Source: an optimization exercise on an open RTL-to-GDS flow (aim: small area). Production flows keep margins and buffers that such runs may drop.
The RTL was checked by simulation tests, not by an equivalence proof against the original design.
No activity file was given, so power comes from the tool's default toggle rates. No driver is modelled on the clock port, so clocking that relies on it looks cheaper here than on a real chip.

main:
// scan_top
module scan_top
#(
    parameter int FIFO_DEPTH = 4
)
(
    input  wire                         w_bus_clk,
    input  wire                         w_adc_rst,
    input  wire [3:0]                   sw,
    input  wire [11:0]      adc_data_0,
    input  wire [11:0]      adc_data_1,
    input  wire [11:0]      adc_data_2,
    input  wire                         sample_strobe,
    input  wire                         dma_on,
    input  wire [27:0]  dma_start_address,
    input  wire [27:0]  dma_buf_size,
    input  wire                         sdram_waitrequest,
    output logic [127:0]             sdram_writedata,
    output logic [27:0]       sdram_address,
    output logic                        sdram_write,
    output logic                        fifo_overflow,
    output logic [15:0]         dma_done_cnt
);
Size in the first run: roughly 60,000 sq um of cells after synthesis.
Settings: LEC_CHECK=0, CAP_MARGIN=20, CORE_MARGIN=2, CORE_UTILIZATION=40, PLACE_DENSITY=0.8, SLEW_MARGIN=20; clock period 7.0 ns.
standard.sh (not shown) runs the stock make flow with config.mk's settings and CLKGATE_MAP_FILE= SYNTH_SCRIPT=/design/flow/synth_recipe.tcl, a recipe that flattens the netlist after the stock synthesis.
==> flow/flow/run.sh <==
#!/bin/bash
# Own layout flow: the standard ORFS flow (standard.sh, with the standard
# synthesis unchanged), with two knobs changed after synthesis:
#  - the port buffers are sky130_fd_sc_hd__buf_1 (buffer_ports -buffer_cell)
#    instead of the resizer's default pick;
#  - the clock tree is built without dummy loads (-dont_use_dummy_load).
# Each step's full output goes to a log of its own in this folder; ORFS also
# keeps its per-step logs under orfs/logs.
set -euo pipefail
CTS="-sink_clustering_enable -repair_clock_nets -sink_clustering_size 30"
CTS="$CTS -sink_clustering_max_diameter 100 -buf_list sky130_fd_sc_hd__clkbuf_16"
CTS="$CTS -dont_use_dummy_load"
bash standard.sh synth > synth.log 2>&1
bash standard.sh "BUFFER_PORTS_ARGS=-buffer_cell sky130_fd_sc_hd__buf_1" \
    "CTS_ARGS=$CTS" finish > layout.log 2>&1
Input changes introduced in the feature branch (baseline for comparison: main):
--- a/flow/design.v
+++ b/flow/design.v
@@ -73,13 +73,12 @@
     always_ff @(posedge w_bus_clk)
     begin
         start_q <= dma_start_address;
         size_q  <= dma_buf_size;
     end
     logic [1:0]  grant;
-    logic [2:0]  gsel;    
     logic [2:0]  req;
     logic        req_g;
     logic [27:0] idx_g;
     logic [28:0] idx_inc;
     logic        wrap;
     logic [27:0] idx_nxt;
@@ -158,18 +157,16 @@
             end
         end
     end
     always_comb
     begin
         case (grant)
-            2'd1:    req_g = req[1];
-            2'd2:    req_g = req[2];
-            default: req_g = req[0];
+            2'd1:    begin req_g = req[1]; idx_g = ring_idx[1]; end
+            2'd2:    begin req_g = req[2]; idx_g = ring_idx[2]; end
+            default: begin req_g = req[0]; idx_g = ring_idx[0]; end
         endcase
-        idx_g = ({28{gsel[0]}} & ring_idx[0]) | ({28{gsel[1]}} & ring_idx[1]) |
-                ({28{gsel[2]}} & ring_idx[2]);
     end
     assign idx_inc = {1'b0, idx_g} + 29'd1;
     logic [28:0] ge;
     always_comb
     begin
         ge[0] = 1'b1;
@@ -211,39 +208,37 @@
             default: grant_next = req[1] ? 2'd1 : req[2] ? 2'd2 : 2'd0;
         endcase
     end
     always_ff @(posedge w_bus_clk)
     begin
         if (w_adc_rst)
-        begin
             grant <= 2'd0;
-            gsel  <= 3'b001;
-        end
         else if (!req_g || !sdram_waitrequest)
-        begin
             grant <= grant_next;
-            gsel  <= 3'b001 << grant_next;
-        end
     end
     logic [27:0] offset;
     logic [95:0] head;
     always_comb
     begin
-        offset = ({28{gsel[1]}} & size_q) | ({28{gsel[2]}} & {size_q[26:0], 1'b0});
+        case (grant)
+            2'd1:    offset = size_q;
+            2'd2:    offset = {size_q[26:0], 1'b0};
+            default: offset = 28'd0;
+        endcase
     end
     assign sdram_write   = req_g;
     logic [27:0] csa_s, csa_c;
     assign csa_s = start_q ^ offset ^ idx_g;
     assign csa_c = (start_q & offset) | (start_q & idx_g) | (offset & idx_g);
     assign sdram_address = csa_s + {csa_c[26:0], 1'b0};
     always_comb
     begin
         head = '0;
         for (int c = 0; c < CH; c++)
             for (int i = 0; i < 4; i++)
-                if (gsel[c] && rd_ptr[c] == 2'(i))
+                if (grant == 2'(c) && rd_ptr[c] == 2'(i))
                     for (int k = 0; k < 8; k++)
                         head[k*12 +: 12] = head[k*12 +: 12] | mem[c][i][k];
     end
     for (genvar k = 0; k < 8; k++)
     begin : g_out
         assign sdram_writedata[k*16 +: 16] = {4'h0, head[k*12 +: 12]};
Notes after the runs:
- Result for the feature branch and main: all clean
- The feature branch ends up with lower clock network power share than main does.
- In the flow results for the feature branch and main, the multi-input gate share of total cell area is smaller on main.
- Between the feature branch and main, the maximum clock skew at final layout is lower for the feature branch.
- From main to the feature branch the numbers moved as follows: core outline area held, non-clock inverter total of the final layout up 68%, non-clock buffer count shows a reduction of 6, number of sequential storage elements now sits at about the same level, synthesized area held.
- Full die area across the feature branch and main: no real change.

---

== south ==
The RTL this note starts from:
==> flow/design.v <==
`timescale 1ns/1ps
`default_nettype none
module scan_top
#(
    parameter int FIFO_DEPTH = 4
)
(
    input  wire                         w_bus_clk,
    input  wire                         w_adc_rst,
    input  wire [3:0]                   sw,
    input  wire [11:0]      adc_data_0,
    input  wire [11:0]      adc_data_1,
    input  wire [11:0]      adc_data_2,
    input  wire                         sample_strobe,
    input  wire                         dma_on,
    input  wire [27:0]  dma_start_address,
    input  wire [27:0]  dma_buf_size,
    input  wire                         sdram_waitrequest,
    output logic [127:0]             sdram_writedata,
    output logic [27:0]       sdram_address,
    output logic                        sdram_write,
    output logic                        fifo_overflow,
    output logic [15:0]         dma_done_cnt
);
    localparam int CH = 3;
    logic [3:0] sw_q;
    logic [1:0] tm [CH];
    always_ff @(posedge w_bus_clk)
    begin
        if (w_adc_rst)
        begin
            sw_q  <= 4'b1100;
            tm[0] <= 2'd0;
            tm[1] <= 2'd0;
            tm[2] <= 2'd0;
        end
        else
        begin
            sw_q <= sw;
            case (sw_q[3:2])
                2'd0:    tm[0] <= sw_q[1:0];
                2'd1:    tm[1] <= sw_q[1:0];
                2'd2:    tm[2] <= sw_q[1:0];
                default: ;
            endcase
        end
    end
    logic [11:0] ramp_cnt;
    logic [2:0]  lane_idx;
    logic        beat_valid;
    logic        last_lane;
    assign last_lane = (lane_idx == 3'd7);
    always_ff @(posedge w_bus_clk)
    begin
        if (w_adc_rst)
        begin
            ramp_cnt   <= '0;
            lane_idx   <= '0;
            beat_valid <= 1'b0;
        end
        else
        begin
            beat_valid <= sample_strobe && last_lane;
            if (sample_strobe)
            begin
                ramp_cnt <= ramp_cnt + 1'b1;
                lane_idx <= lane_idx + 1'b1;
            end
        end
    end
    logic [27:0] start_q;
    logic [27:0] size_q;
    always_ff @(posedge w_bus_clk)
    begin
        start_q <= dma_start_address;
        size_q  <= dma_buf_size;
    end
    logic [1:0]  grant;
    logic [2:0]  req;
    logic        req_g;
    logic [27:0] idx_g;
    logic [28:0] idx_inc;
    logic        wrap;
    logic [27:0] idx_nxt;
    logic [11:0] src      [CH];
    logic [11:0] beat     [CH][7];
    logic [11:0] mem      [CH][4][8];
    logic [1:0]  wr_ptr   [CH];
    logic [1:0]  rd_ptr   [CH];
    logic [2:0]  fill     [CH];
    logic [27:0] ring_idx [CH];
    logic        full     [CH];
    logic        push     [CH];
    logic        pop      [CH];
    logic [1:0]  wr_nxt   [CH];
    logic [2:0]  fill_nxt [CH];
    logic [15:0] done_cnt;
    logic        ovf_any;
    assign src[0] = (tm[0] == 2'd1) ? ramp_cnt : (tm[0] == 2'd2) ? 12'hAAA :
                    (tm[0] == 2'd3) ? 12'h555 : adc_data_0;
    assign src[1] = (tm[1] == 2'd1) ? ramp_cnt : (tm[1] == 2'd2) ? 12'hAAA :
                    (tm[1] == 2'd3) ? 12'h555 : adc_data_1;
    assign src[2] = (tm[2] == 2'd1) ? ramp_cnt : (tm[2] == 2'd2) ? 12'hAAA :
                    (tm[2] == 2'd3) ? 12'h555 : adc_data_2;
    for (genvar c = 0; c < CH; c++)
    begin : g_ch
        assign full[c] = fill[c][2];
        assign req[c]  = (fill[c] != 3'd0);
        assign push[c] = beat_valid && dma_on && !full[c];
        assign pop[c]  = (grant == 2'(c)) && req[c] && !sdram_waitrequest;
        always_comb
        begin
            if (w_adc_rst || !dma_on)
            begin
                wr_nxt[c]   = 2'd0;
                fill_nxt[c] = 3'd0;
            end
            else
            begin
                wr_nxt[c]   = wr_ptr[c] + 2'(push[c]);
                fill_nxt[c] = fill[c] + 3'(push[c]) - 3'(pop[c]);
            end
        end
        always_ff @(posedge w_bus_clk)
        begin
            wr_ptr[c] <= wr_nxt[c];
            fill[c]   <= fill_nxt[c];
            if (w_adc_rst || !dma_on)
                rd_ptr[c]   <= 2'd0;
            else if (pop[c])
                rd_ptr[c]   <= rd_ptr[c] + 1'b1;
            if (w_adc_rst || !dma_on || pop[c])
                ring_idx[c] <= idx_d;
        end
        for (genvar k = 0; k < 7; k++)
        begin : g_lane
            always_ff @(posedge w_bus_clk)
            begin
                if (sample_strobe && lane_idx == 3'(k))
                    beat[c][k] <= src[c];
            end
        end
        for (genvar i = 0; i < 4; i++)
        begin : g_slot
            for (genvar k = 0; k < 7; k++)
            begin : g_lane
                always_ff @(posedge w_bus_clk)
                begin
                    if (push[c] && wr_ptr[c] == 2'(i))
                        mem[c][i][k] <= beat[c][k];
                end
            end
            always_ff @(posedge w_bus_clk)
            begin
                if (sample_strobe && last_lane && !fill_nxt[c][2] && wr_nxt[c] == 2'(i))
                    mem[c][i][7] <= src[c];
            end
        end
    end
    always_comb
    begin
        case (grant)
            2'd1:    begin req_g = req[1]; idx_g = ring_idx[1]; end
            2'd2:    begin req_g = req[2]; idx_g = ring_idx[2]; end
            default: begin req_g = req[0]; idx_g = ring_idx[0]; end
        endcase
    end
    assign idx_inc = {1'b0, idx_g} + 29'd1;
    logic [28:0] ge;
    always_comb
    begin
        ge[0] = 1'b1;
        for (int i = 0; i < 28; i++)
            ge[i+1] = (idx_inc[i] & ~size_q[i]) | (idx_inc[i] & ge[i]) | (~size_q[i] & ge[i]);
    end
    assign wrap    = idx_inc[28] || ((size_q != 28'd0) && ge[28]);
    assign idx_nxt = wrap ? 28'd0 : idx_inc[27:0];
    logic [27:0] idx_d;
    assign idx_d = (w_adc_rst || !dma_on) ? 28'd0 : idx_nxt;
    always_ff @(posedge w_bus_clk)
    begin
        if (w_adc_rst)
            done_cnt <= '0;
        else if (dma_on && pop[0] && wrap)
            done_cnt <= done_cnt + 1'b1;
    end
    assign dma_done_cnt = done_cnt;
    always_ff @(posedge w_bus_clk)
    begin
        if (w_adc_rst)
        begin
            ovf_any       <= 1'b0;
            fifo_overflow <= 1'b0;
        end
        else
        begin
            ovf_any <= dma_on && beat_valid && (full[0] || full[1] || full[2]);
            if (ovf_any)
                fifo_overflow <= 1'b1;
        end
    end
    logic [1:0] grant_next;
    always_comb
    begin
        case (grant)
            2'd1:    grant_next = req[2] ? 2'd2 : req[0] ? 2'd0 : 2'd1;
            2'd2:    grant_next = req[0] ? 2'd0 : req[1] ? 2'd1 : 2'd2;
            default: grant_next = req[1] ? 2'd1 : req[2] ? 2'd2 : 2'd0;
        endcase
    end
    always_ff @(posedge w_bus_clk)
    begin
        if (w_adc_rst)
            grant <= 2'd0;
        else if (!req_g || !sdram_waitrequest)
            grant <= grant_next;
    end
    logic [27:0] offset;
    logic [95:0] head;
    always_comb
    begin
        case (grant)
            2'd1:    offset = size_q;
            2'd2:    offset = {size_q[26:0], 1'b0};
            default: offset = 28'd0;
        endcase
    end
    assign sdram_write   = req_g;
    logic [27:0] csa_s, csa_c;
    assign csa_s = start_q ^ offset ^ idx_g;
    assign csa_c = (start_q & offset) | (start_q & idx_g) | (offset & idx_g);
    assign sdram_address = csa_s + {csa_c[26:0], 1'b0};
    always_comb
    begin
        head = '0;
        for (int c = 0; c < CH; c++)
            for (int i = 0; i < 4; i++)
                if (grant == 2'(c) && rd_ptr[c] == 2'(i))
                    for (int k = 0; k < 8; k++)
                        head[k*12 +: 12] = head[k*12 +: 12] | mem[c][i][k];
    end
    for (genvar k = 0; k < 8; k++)
    begin : g_out
        assign sdram_writedata[k*16 +: 16] = {4'h0, head[k*12 +: 12]};
    end
endmodule
`default_nettype wire
clock: 7.0 ns
lec_check: 0
cap_margin: 20
core_margin: 2
core_utilization: 40
cts_buf_list: sky130_fd_sc_hd__clkbuf_16
cts_cluster_diameter: 80
cts_cluster_size: 30
slew_margin: 20
run.sh (not shown) runs the stock make flow with config.mk's settings and CLKGATE_MAP_FILE= SYNTH_SCRIPT=/design/flow/synth_recipe.tcl, a recipe that flattens the netlist after the stock synthesis.
Stock flow here: none of the scripts above is used.
## Diff of input files: east against south
--- a/flow/design.v
+++ b/flow/design.v
@@ -125,13 +125,17 @@
         begin
             wr_ptr[c] <= wr_nxt[c];
             fill[c]   <= fill_nxt[c];
             if (w_adc_rst || !dma_on)
+            begin
                 rd_ptr[c]   <= 2'd0;
+                ring_idx[c] <= '0;
+            end
             else if (pop[c])
+            begin
                 rd_ptr[c]   <= rd_ptr[c] + 1'b1;
-            if (w_adc_rst || !dma_on || pop[c])
-                ring_idx[c] <= idx_d;
+                ring_idx[c] <= idx_nxt;
+            end
         end
         for (genvar k = 0; k < 7; k++)
         begin : g_lane
             always_ff @(posedge w_bus_clk)
@@ -165,19 +169,10 @@
             default: begin req_g = req[0]; idx_g = ring_idx[0]; end
         endcase
     end
     assign idx_inc = {1'b0, idx_g} + 29'd1;
-    logic [28:0] ge;
-    always_comb
-    begin
-        ge[0] = 1'b1;
-        for (int i = 0; i < 28; i++)
-            ge[i+1] = (idx_inc[i] & ~size_q[i]) | (idx_inc[i] & ge[i]) | (~size_q[i] & ge[i]);
-    end
-    assign wrap    = idx_inc[28] || ((size_q != 28'd0) && ge[28]);
+    assign wrap    = idx_inc[28] || ((size_q != 28'd0) && (idx_inc[27:0] >= size_q));
     assign idx_nxt = wrap ? 28'd0 : idx_inc[27:0];
-    logic [27:0] idx_d;
-    assign idx_d = (w_adc_rst || !dma_on) ? 28'd0 : idx_nxt;
     always_ff @(posedge w_bus_clk)
     begin
         if (w_adc_rst)
             done_cnt <= '0;
@@ -225,12 +220,9 @@
             default: offset = 28'd0;
         endcase
     end
     assign sdram_write   = req_g;
-    logic [27:0] csa_s, csa_c;
-    assign csa_s = start_q ^ offset ^ idx_g;
-    assign csa_c = (start_q & offset) | (start_q & idx_g) | (offset & idx_g);
-    assign sdram_address = csa_s + {csa_c[26:0], 1'b0};
+    assign sdram_address = start_q + offset + idx_g;
     always_comb
     begin
         head = '0;
         for (int c = 0; c < CH; c++)
Notes after the runs:
- Compare south and east | core utilization higher: south
- The die area of east was inferior to that of south.
- Side by side, global-route met1 utilization turned out higher in east than in south.
- Compared with south, leakage power total in east increased by a few percent.
- east vs south: summed instance area of the synthesized netlist up in east
- Final cell area: east above south
- Delta (east minus south): proportion of cell area occupied by registers now smaller; area added between synthesis and finish now smaller; worst slack on hold paths now smaller.
- Met2 usage, south and east: higher on east
- Per the comparison of east with south, switching part of the total did not really move; setup slack went up.
- What east reported for number of cells produced by synthesis has to be multiplied by 0.940 to get the figure for south.

## separate check: timing with driven ports
In the flow no input, the clock included, has a driving cell. The finished layouts below were timed again as built, in two steps.
Step 1 (the two cells are an assumption about what drives the block):
set clk [get_ports {w_bus_clk}]
set_driving_cell -lib_cell sky130_fd_sc_hd__clkbuf_16 $clk
set_driving_cell -lib_cell sky130_fd_sc_hd__buf_2 [delete_from_list [all_inputs] $clk]
Step 2, shift: input delay + t, output delay - t, t = (earliest + latest rising clock arrival at the registers) / 2. This alone moves slack from input paths to output paths.
Three values: ideal, step 1, step 2; two values: the first two.
run | shift t [ns] | slack for setup (ns) | worst setup path after step 2 | worst register clock-pin slew, ns | worst data-port slew with drivers (ns)
main | 0.779 | 0.234 / 0.156 / 0.935 | register to output | 0.12 / 0.12 | 0.07
the feature branch | 0.760 | 0.275 / 0.208 / 0.968 | register to output | 0.12 / 0.12 | 0.10
south | 0.791 | 0.210 / 0.131 / 0.923 | register to output | 0.12 / 0.12 | 0.10
east | 0.815 | 0.269 / 0.181 / 0.996 | register to output | 0.11 / 0.11 | 0.10
After both steps setup and hold are still met in every run listed.
